What follows belongs to an exercise in optimizing a design on an open flow for small area, a short achievable clock period and few clock cycles per item; a production flow would make more cautious choices.
RTL that was checked went through simulation tests only; none was proved equivalent to the original.

== cedar ==
==> flow/design.v <==
package dit_fft_8_pkg;
    localparam int W    = 16;    
    localparam int FRAC = 8;     
    localparam int TW   = 181;   
    localparam int IW   = 20;
    typedef logic signed [IW-1:0] work_t;
    typedef logic        [W-1:0]  sample_t;
    typedef enum logic [2:0] {IDLE, LOAD, S1, S2, S3, DONE} state_t;
    typedef enum logic [1:0] {TW_W0, TW_W1, TW_W2, TW_W3} tw_sel_t;
    function automatic logic [2:0] bit_rev(input logic [2:0] i);
        bit_rev = {i[0], i[1], i[2]};
    endfunction
    function automatic work_t sm_to_tc(input sample_t sm);
        work_t mag;
        mag = work_t'({{(IW-W+1){1'b0}}, sm[W-2:0]});
        sm_to_tc = sm[W-1] ? -mag : mag;
    endfunction
    function automatic sample_t tc_to_sm(input work_t v);
        logic [IW-1:0] mag;
        mag = v[IW-1] ? -v : v;
        if (|mag[IW-1:W-1])
            tc_to_sm = {v[IW-1], {(W-1){1'b1}}};
        else
            tc_to_sm = {v[IW-1], mag[W-2:0]};
    endfunction
endpackage
module fft_tw_prod (
    input  logic signed [17:0] b,
    output logic        [19:0] uh,
    output logic        [19:0] vh,
    output logic               c
);
    logic [27:0] t7, t5, t4, t2, t0, s1, k1, s2, k2, u, v;
    logic [8:0]  lo;
    assign t0 = {{10{b[17]}}, b};
    assign t2 = t0 << 2;
    assign t4 = t0 << 4;
    assign t5 = t0 << 5;
    assign t7 = t0 << 7;
    assign s1 = t7 ^ t5 ^ t4;
    assign k1 = ((t7 & t5) | (t7 & t4) | (t5 & t4)) << 1;
    assign s2 = s1 ^ k1 ^ t2;
    assign k2 = ((s1 & k1) | (s1 & t2) | (k1 & t2)) << 1;
    assign u  = s2 ^ k2 ^ t0;
    assign v  = ((s2 & k2) | (s2 & t0) | (k2 & t0)) << 1;
    assign lo = {1'b0, u[7:0]} + {1'b0, v[7:0]};
    assign uh = u[27:8];
    assign vh = v[27:8];
    assign c  = lo[8];
endmodule
module fft_tw_sum (
    input  logic [19:0] x,
    input  logic [19:0] y,
    input  logic [19:0] z,
    input  logic [19:0] w,
    input  logic        ca,
    input  logic        cb,
    output logic [19:0] s,
    output logic [19:0] k
);
    logic [19:0] s1, k1;
    assign s1 = x ^ y ^ z;
    assign k1 = {((x[18:0] & y[18:0]) | (x[18:0] & z[18:0]) | (y[18:0] & z[18:0])), ca};
    assign s  = s1 ^ k1 ^ w;
    assign k  = {((s1[18:0] & k1[18:0]) | (s1[18:0] & w[18:0]) | (k1[18:0] & w[18:0])), cb};
endmodule
module dit_fft_8 (
    input  logic         clk,
    input  logic         RST_N,
    input  logic         write,
    input  logic         start,
    input  logic [dit_fft_8_pkg::W-1:0] in0_r, in1_r, in2_r, in3_r, in4_r, in5_r, in6_r, in7_r,
    input  logic [dit_fft_8_pkg::W-1:0] in0_i, in1_i, in2_i, in3_i, in4_i, in5_i, in6_i, in7_i,
    output logic [dit_fft_8_pkg::W-1:0] out0_r, out1_r, out2_r, out3_r, out4_r, out5_r, out6_r, out7_r,
    output logic [dit_fft_8_pkg::W-1:0] out0_i, out1_i, out2_i, out3_i, out4_i, out5_i, out6_i, out7_i,
    output logic         ready
);
    logic                    start_q, launch, busy;
    logic [7:0][15:0]        in_r, in_i, res_r, res_i;
    logic [7:0][15:0]        yp_r, yp_i;      
    logic [7:0]              sg_r, sg_i;      
    logic [7:0]              ng_r, ng_i;      
    logic [7:0][17:0]        b_r, b_i;        
    logic [7:0][17:0]        frm_r, frm_i;    
    logic [7:0][19:0]        x_r, x_i;        
    logic [7:0][19:0]        res_tr, res_ti;  
    assign in_r = {in7_r, in6_r, in5_r, in4_r, in3_r, in2_r, in1_r, in0_r};
    assign in_i = {in7_i, in6_i, in5_i, in4_i, in3_i, in2_i, in1_i, in0_i};
    assign {out7_r, out6_r, out5_r, out4_r, out3_r, out2_r, out1_r, out0_r} = res_r;
    assign {out7_i, out6_i, out5_i, out4_i, out3_i, out2_i, out1_i, out0_i} = res_i;
    assign launch = start & ~start_q;
    always_ff @(posedge clk or posedge RST_N) begin
        if (RST_N) start_q <= 1'b0;
        else       start_q <= start;
    end
    always_comb begin
        for (int n = 0; n < 8; n++) begin
            sg_r[n] = in_r[n][15];
            sg_i[n] = in_i[n][15];
            ng_r[n] = ~in_r[n][15];
            ng_i[n] = ~in_i[n][15];
            yp_r[n] = {in_r[n][15], in_r[n][14:0] ^ {15{in_r[n][15]}}};
            yp_i[n] = {in_i[n][15], in_i[n][14:0] ^ {15{in_i[n][15]}}};
        end
    end
    for (genvar g = 0; g < 2; g++) begin : g_s12
        localparam int NA = g, NB = g + 4, NC = g + 2, ND = g + 6;
        logic signed [17:0] pa_r, pb_r, pc_r, pd_r, pa_i, pb_i, pc_i, pd_i;
        logic signed [17:0] na_r, nb_r, nc_r, nd_r, na_i, nb_i, nc_i, nd_i;
        assign pa_r = {{2{yp_r[NA][15]}}, yp_r[NA]};  assign na_r = ~pa_r;
        assign pb_r = {{2{yp_r[NB][15]}}, yp_r[NB]};  assign nb_r = ~pb_r;
        assign pc_r = {{2{yp_r[NC][15]}}, yp_r[NC]};  assign nc_r = ~pc_r;
        assign pd_r = {{2{yp_r[ND][15]}}, yp_r[ND]};  assign nd_r = ~pd_r;
        assign pa_i = {{2{yp_i[NA][15]}}, yp_i[NA]};  assign na_i = ~pa_i;
        assign pb_i = {{2{yp_i[NB][15]}}, yp_i[NB]};  assign nb_i = ~pb_i;
        assign pc_i = {{2{yp_i[NC][15]}}, yp_i[NC]};  assign nc_i = ~pc_i;
        assign pd_i = {{2{yp_i[ND][15]}}, yp_i[ND]};  assign nd_i = ~pd_i;
        assign b_r[4*g+0] = pa_r + pb_r + pc_r + pd_r + 18'(sg_r[NA]) + 18'(sg_r[NB]) + 18'(sg_r[NC]) + 18'(sg_r[ND]);
        assign b_i[4*g+0] = pa_i + pb_i + pc_i + pd_i + 18'(sg_i[NA]) + 18'(sg_i[NB]) + 18'(sg_i[NC]) + 18'(sg_i[ND]);
        assign b_r[4*g+2] = pa_r + pb_r + nc_r + nd_r + 18'(sg_r[NA]) + 18'(sg_r[NB]) + 18'(ng_r[NC]) + 18'(ng_r[ND]);
        assign b_i[4*g+2] = pa_i + pb_i + nc_i + nd_i + 18'(sg_i[NA]) + 18'(sg_i[NB]) + 18'(ng_i[NC]) + 18'(ng_i[ND]);
        assign b_r[4*g+1] = pa_r + nb_r + pc_i + nd_i + 18'(sg_r[NA]) + 18'(ng_r[NB]) + 18'(sg_i[NC]) + 18'(ng_i[ND]);
        assign b_i[4*g+1] = pa_i + nb_i + nc_r + pd_r + 18'(sg_i[NA]) + 18'(ng_i[NB]) + 18'(ng_r[NC]) + 18'(sg_r[ND]);
        assign b_r[4*g+3] = pa_r + nb_r + nc_i + pd_i + 18'(sg_r[NA]) + 18'(ng_r[NB]) + 18'(ng_i[NC]) + 18'(sg_i[ND]);
        assign b_i[4*g+3] = pa_i + nb_i + pc_r + nd_r + 18'(sg_i[NA]) + 18'(ng_i[NB]) + 18'(sg_r[NC]) + 18'(ng_r[ND]);
    end
    always_ff @(posedge clk or posedge RST_N) begin
        if (RST_N) begin
            frm_r <= '0;
            frm_i <= '0;
        end else if (write) begin
            frm_r <= b_r;
            frm_i <= b_i;
        end
    end
    logic signed [17:0] f0r, f0i, f2r, f2i, f4r, f4i, f6r, f6i;
    assign f0r = frm_r[0];  assign f0i = frm_i[0];
    assign f2r = frm_r[2];  assign f2i = frm_i[2];
    assign f4r = frm_r[4];  assign f4i = frm_i[4];
    assign f6r = frm_r[6];  assign f6i = frm_i[6];
    assign x_r[0] = 20'(f0r + f4r);  assign x_i[0] = 20'(f0i + f4i);
    assign x_r[4] = 20'(f0r - f4r);  assign x_i[4] = 20'(f0i - f4i);
    assign x_r[2] = 20'(f2r + f6i);  assign x_i[2] = 20'(f2i - f6r);
    assign x_r[6] = 20'(f2r - f6i);  assign x_i[6] = 20'(f2i + f6r);
    logic [19:0] u5r, v5r, u5i, v5i, u7r, v7r, u7i, v7i;
    logic        c5r, c5i, c7r, c7i;
    fft_tw_prod u_p5r (.b(frm_r[5]), .uh(u5r), .vh(v5r), .c(c5r));
    fft_tw_prod u_p5i (.b(frm_i[5]), .uh(u5i), .vh(v5i), .c(c5i));
    fft_tw_prod u_p7r (.b(frm_r[7]), .uh(u7r), .vh(v7r), .c(c7r));
    fft_tw_prod u_p7i (.b(frm_i[7]), .uh(u7i), .vh(v7i), .c(c7i));
    logic [19:0] s5s, k5s, s5d, k5d, s7s, k7s, s7d, k7d;
    fft_tw_sum u_t5s (.x(u5r), .y(v5r), .z(u5i), .w(v5i), .ca(c5r), .cb(c5i), .s(s5s), .k(k5s));
    fft_tw_sum u_t5d (.x(~u5r), .y(~v5r), .z(u5i), .w(v5i), .ca(~c5r), .cb(c5i), .s(s5d), .k(k5d));
    fft_tw_sum u_t7s (.x(u7r), .y(v7r), .z(u7i), .w(v7i), .ca(c7r), .cb(c7i), .s(s7s), .k(k7s));
    fft_tw_sum u_t7d (.x(~u7r), .y(~v7r), .z(u7i), .w(v7i), .ca(~c7r), .cb(c7i), .s(s7d), .k(k7d));
    logic signed [19:0] f1r, f1i, f3r, f3i;
    assign f1r = {{2{frm_r[1][17]}}, frm_r[1]};  assign f1i = {{2{frm_i[1][17]}}, frm_i[1]};
    assign f3r = {{2{frm_r[3][17]}}, frm_r[3]};  assign f3i = {{2{frm_i[3][17]}}, frm_i[3]};
    assign x_r[1] = f1r + s5s + k5s;
    assign x_r[5] = f1r - s5s - k5s;
    assign x_i[1] = f1i + s5d + k5d + 20'd1;
    assign x_i[5] = f1i - s5d - k5d - 20'd1;
    assign x_r[3] = f3r + s7d + k7d + 20'd1;
    assign x_r[7] = f3r - s7d - k7d - 20'd1;
    assign x_i[3] = f3i - s7s - k7s;
    assign x_i[7] = f3i + s7s + k7s;
    always_ff @(posedge clk) begin
        res_tr <= x_r;
        res_ti <= x_i;
    end
    always_comb begin
        for (int i = 0; i < 8; i++) begin
            res_r[i] = dit_fft_8_pkg::tc_to_sm(res_tr[i]);
            res_i[i] = dit_fft_8_pkg::tc_to_sm(res_ti[i]);
        end
    end
    always_ff @(posedge clk or posedge RST_N) begin
        if (RST_N) begin
            busy  <= 1'b0;
            ready <= 1'b0;
        end else begin
            busy  <= launch;
            if (busy)                  ready <= 1'b1;
            else if (launch || write)  ready <= 1'b0;
        end
    end
endmodule
export LEC_CHECK = 0
export CAP_MARGIN = 20
export CORE_MARGIN = 2
export CORE_UTILIZATION = 40
export SLEW_MARGIN = 20
create_clock -name core_clock -period 11.0 [get_ports {clk}]
run.sh (not shown) runs the stock make flow with config.mk's settings and CLKGATE_MAP_FILE= SYNTH_SCRIPT=/design/flow/synth_recipe.tcl, a recipe that flattens the netlist after the stock synthesis.
Testbench counts of cedar, summed over its fixed seeds: cycles 1,920, items 960.
Modified inputs, indigo compared to cedar
diff --git a/flow/design.v b/flow/design.v
--- a/flow/design.v
+++ b/flow/design.v
@@ -100,32 +100,49 @@
             ng_r[n] = ~in_r[n][15];
             ng_i[n] = ~in_i[n][15];
             yp_r[n] = {in_r[n][15], in_r[n][14:0] ^ {15{in_r[n][15]}}};
             yp_i[n] = {in_i[n][15], in_i[n][14:0] ^ {15{in_i[n][15]}}};
         end
     end
+    function automatic logic [17:0] add4(input logic [17:0] w1, input logic [17:0] w2,
+                                         input logic [17:0] w3, input logic [17:0] w4,
+                                         input logic e1, input logic e2, input logic e3);
+        logic [17:0] s1, k1, s2, k2;
+        logic [18:0] t;
+        s1 = w1 ^ w2 ^ w3;
+        k1 = {((w1[16:0] & w2[16:0]) | (w1[16:0] & w3[16:0]) | (w2[16:0] & w3[16:0])), e1};
+        s2 = s1 ^ k1 ^ w4;
+        k2 = {((s1[16:0] & k1[16:0]) | (s1[16:0] & w4[16:0]) | (k1[16:0] & w4[16:0])), e2};
+        t  = {s2, 1'b1} + {k2, e3};
+        add4 = t[18:1];
+    endfunction
     for (genvar g = 0; g < 2; g++) begin : g_s12
         localparam int NA = g, NB = g + 4, NC = g + 2, ND = g + 6;
-        logic signed [17:0] pa_r, pb_r, pc_r, pd_r, pa_i, pb_i, pc_i, pd_i;
-        logic signed [17:0] na_r, nb_r, nc_r, nd_r, na_i, nb_i, nc_i, nd_i;
-        assign pa_r = {{2{yp_r[NA][15]}}, yp_r[NA]};  assign na_r = ~pa_r;
+        logic [17:0] pa_r, pb_r, pc_r, pa_i, pb_i, pc_i;
+        logic [17:0] nb_r, nc_r, nb_i, nc_i;
+        logic [17:0] md_r, md_i, gd_r, gd_i, xd_r, xd_i, nd_r, nd_i;
+        assign pa_r = {{2{yp_r[NA][15]}}, yp_r[NA]};
         assign pb_r = {{2{yp_r[NB][15]}}, yp_r[NB]};  assign nb_r = ~pb_r;
         assign pc_r = {{2{yp_r[NC][15]}}, yp_r[NC]};  assign nc_r = ~pc_r;
-        assign pd_r = {{2{yp_r[ND][15]}}, yp_r[ND]};  assign nd_r = ~pd_r;
-        assign pa_i = {{2{yp_i[NA][15]}}, yp_i[NA]};  assign na_i = ~pa_i;
+        assign pa_i = {{2{yp_i[NA][15]}}, yp_i[NA]};
         assign pb_i = {{2{yp_i[NB][15]}}, yp_i[NB]};  assign nb_i = ~pb_i;
         assign pc_i = {{2{yp_i[NC][15]}}, yp_i[NC]};  assign nc_i = ~pc_i;
-        assign pd_i = {{2{yp_i[ND][15]}}, yp_i[ND]};  assign nd_i = ~pd_i;
-        assign b_r[4*g+0] = pa_r + pb_r + pc_r + pd_r + 18'(sg_r[NA]) + 18'(sg_r[NB]) + 18'(sg_r[NC]) + 18'(sg_r[ND]);
-        assign b_i[4*g+0] = pa_i + pb_i + pc_i + pd_i + 18'(sg_i[NA]) + 18'(sg_i[NB]) + 18'(sg_i[NC]) + 18'(sg_i[ND]);
-        assign b_r[4*g+2] = pa_r + pb_r + nc_r + nd_r + 18'(sg_r[NA]) + 18'(sg_r[NB]) + 18'(ng_r[NC]) + 18'(ng_r[ND]);
-        assign b_i[4*g+2] = pa_i + pb_i + nc_i + nd_i + 18'(sg_i[NA]) + 18'(sg_i[NB]) + 18'(ng_i[NC]) + 18'(ng_i[ND]);
-        assign b_r[4*g+1] = pa_r + nb_r + pc_i + nd_i + 18'(sg_r[NA]) + 18'(ng_r[NB]) + 18'(sg_i[NC]) + 18'(ng_i[ND]);
-        assign b_i[4*g+1] = pa_i + nb_i + nc_r + pd_r + 18'(sg_i[NA]) + 18'(ng_i[NB]) + 18'(ng_r[NC]) + 18'(sg_r[ND]);
-        assign b_r[4*g+3] = pa_r + nb_r + nc_i + pd_i + 18'(sg_r[NA]) + 18'(ng_r[NB]) + 18'(ng_i[NC]) + 18'(sg_i[ND]);
-        assign b_i[4*g+3] = pa_i + nb_i + pc_r + nd_r + 18'(sg_i[NA]) + 18'(ng_i[NB]) + 18'(sg_r[NC]) + 18'(ng_r[ND]);
+        assign md_r = {3'b000, in_r[ND][14:0]};
+        assign md_i = {3'b000, in_i[ND][14:0]};
+        assign gd_r = ~md_r + 18'd1;
+        assign gd_i = ~md_i + 18'd1;
+        assign xd_r = sg_r[ND] ? gd_r : md_r;  assign nd_r = sg_r[ND] ? md_r : gd_r;
+        assign xd_i = sg_i[ND] ? gd_i : md_i;  assign nd_i = sg_i[ND] ? md_i : gd_i;
+        assign b_r[4*g+0] = add4(pa_r, pb_r, pc_r, xd_r, sg_r[NA], sg_r[NB], sg_r[NC]);
+        assign b_i[4*g+0] = add4(pa_i, pb_i, pc_i, xd_i, sg_i[NA], sg_i[NB], sg_i[NC]);
+        assign b_r[4*g+2] = add4(pa_r, pb_r, nc_r, nd_r, sg_r[NA], sg_r[NB], ng_r[NC]);
+        assign b_i[4*g+2] = add4(pa_i, pb_i, nc_i, nd_i, sg_i[NA], sg_i[NB], ng_i[NC]);
+        assign b_r[4*g+1] = add4(pa_r, nb_r, pc_i, nd_i, sg_r[NA], ng_r[NB], sg_i[NC]);
+        assign b_i[4*g+1] = add4(pa_i, nb_i, nc_r, xd_r, sg_i[NA], ng_i[NB], ng_r[NC]);
+        assign b_r[4*g+3] = add4(pa_r, nb_r, nc_i, xd_i, sg_r[NA], ng_r[NB], ng_i[NC]);
+        assign b_i[4*g+3] = add4(pa_i, nb_i, pc_r, nd_r, sg_i[NA], ng_i[NB], sg_r[NC]);
     end
     always_ff @(posedge clk or posedge RST_N) begin
         if (RST_N) begin
             frm_r <= '0;
             frm_i <= '0;
         end else if (write) begin
## What came out
Compared with cedar, cell count in indigo increased by a few percent.
indigo vs cedar, destination of the critical timing path: frm_r[17]$_DFFE_PP0P_ vs frm_r[71]$_DFFE_PP0P_
Launch point of the worst path: in4_r[15] -> indigo, in0_r[15] -> cedar
Diff cedar -> indigo | worst hold slack | decrease of 0.011 ns
indigo against cedar: post-synth design cell area picked up an extra 1.8%, detail-routed via count per cell went up, design area has increased, fraction of the core area covered by cells at the end of the flow flat.
indigo: done, clean on timing, DRC and antenna
Lower upper clock frequency limit was reported by cedar, not indigo.
Function not checked in indigo: the RTL went through the layout flow alone.

separate check: timing with driven ports:
No port has a modelled driver above. Below, the same layouts with a new extraction and two added sets of constraints. Step 1 sets driving cells, clkbuf_16 on the clock port and buf_2 on the other inputs (assumed; they add their load-dependent delay and slew). Step 2 moves the port delays by t, midway between the first and last clock arrival at a register: inputs arrive t later, outputs are due t later. That takes back most of the time a late clock gives input paths. Three values: no drivers, after step 1, after step 2; two values: the first two.
| run | shift t [ns] | setup WS [ns] | hold slack, ns | latest minus earliest clock arrival (ns) | worst register clock-pin slew, ns |
|---|---|---|---|---|---|
| cedar | 0.788 | 2.520 / 2.572 / 1.784 | 0.422 / 0.422 / 0.422 | 0.052 / 0.052 | 0.06 / 0.06 |
| indigo | 0.810 | 3.473 / 3.476 / 2.665 | 0.411 / 0.411 / 0.411 | 0.067 / 0.067 | 0.07 / 0.07 |
After both steps setup and hold are still met in every run listed. The setup slack of indigo, which loses most, moves by +0.003 ns with the drivers and by -0.808 ns with both steps.
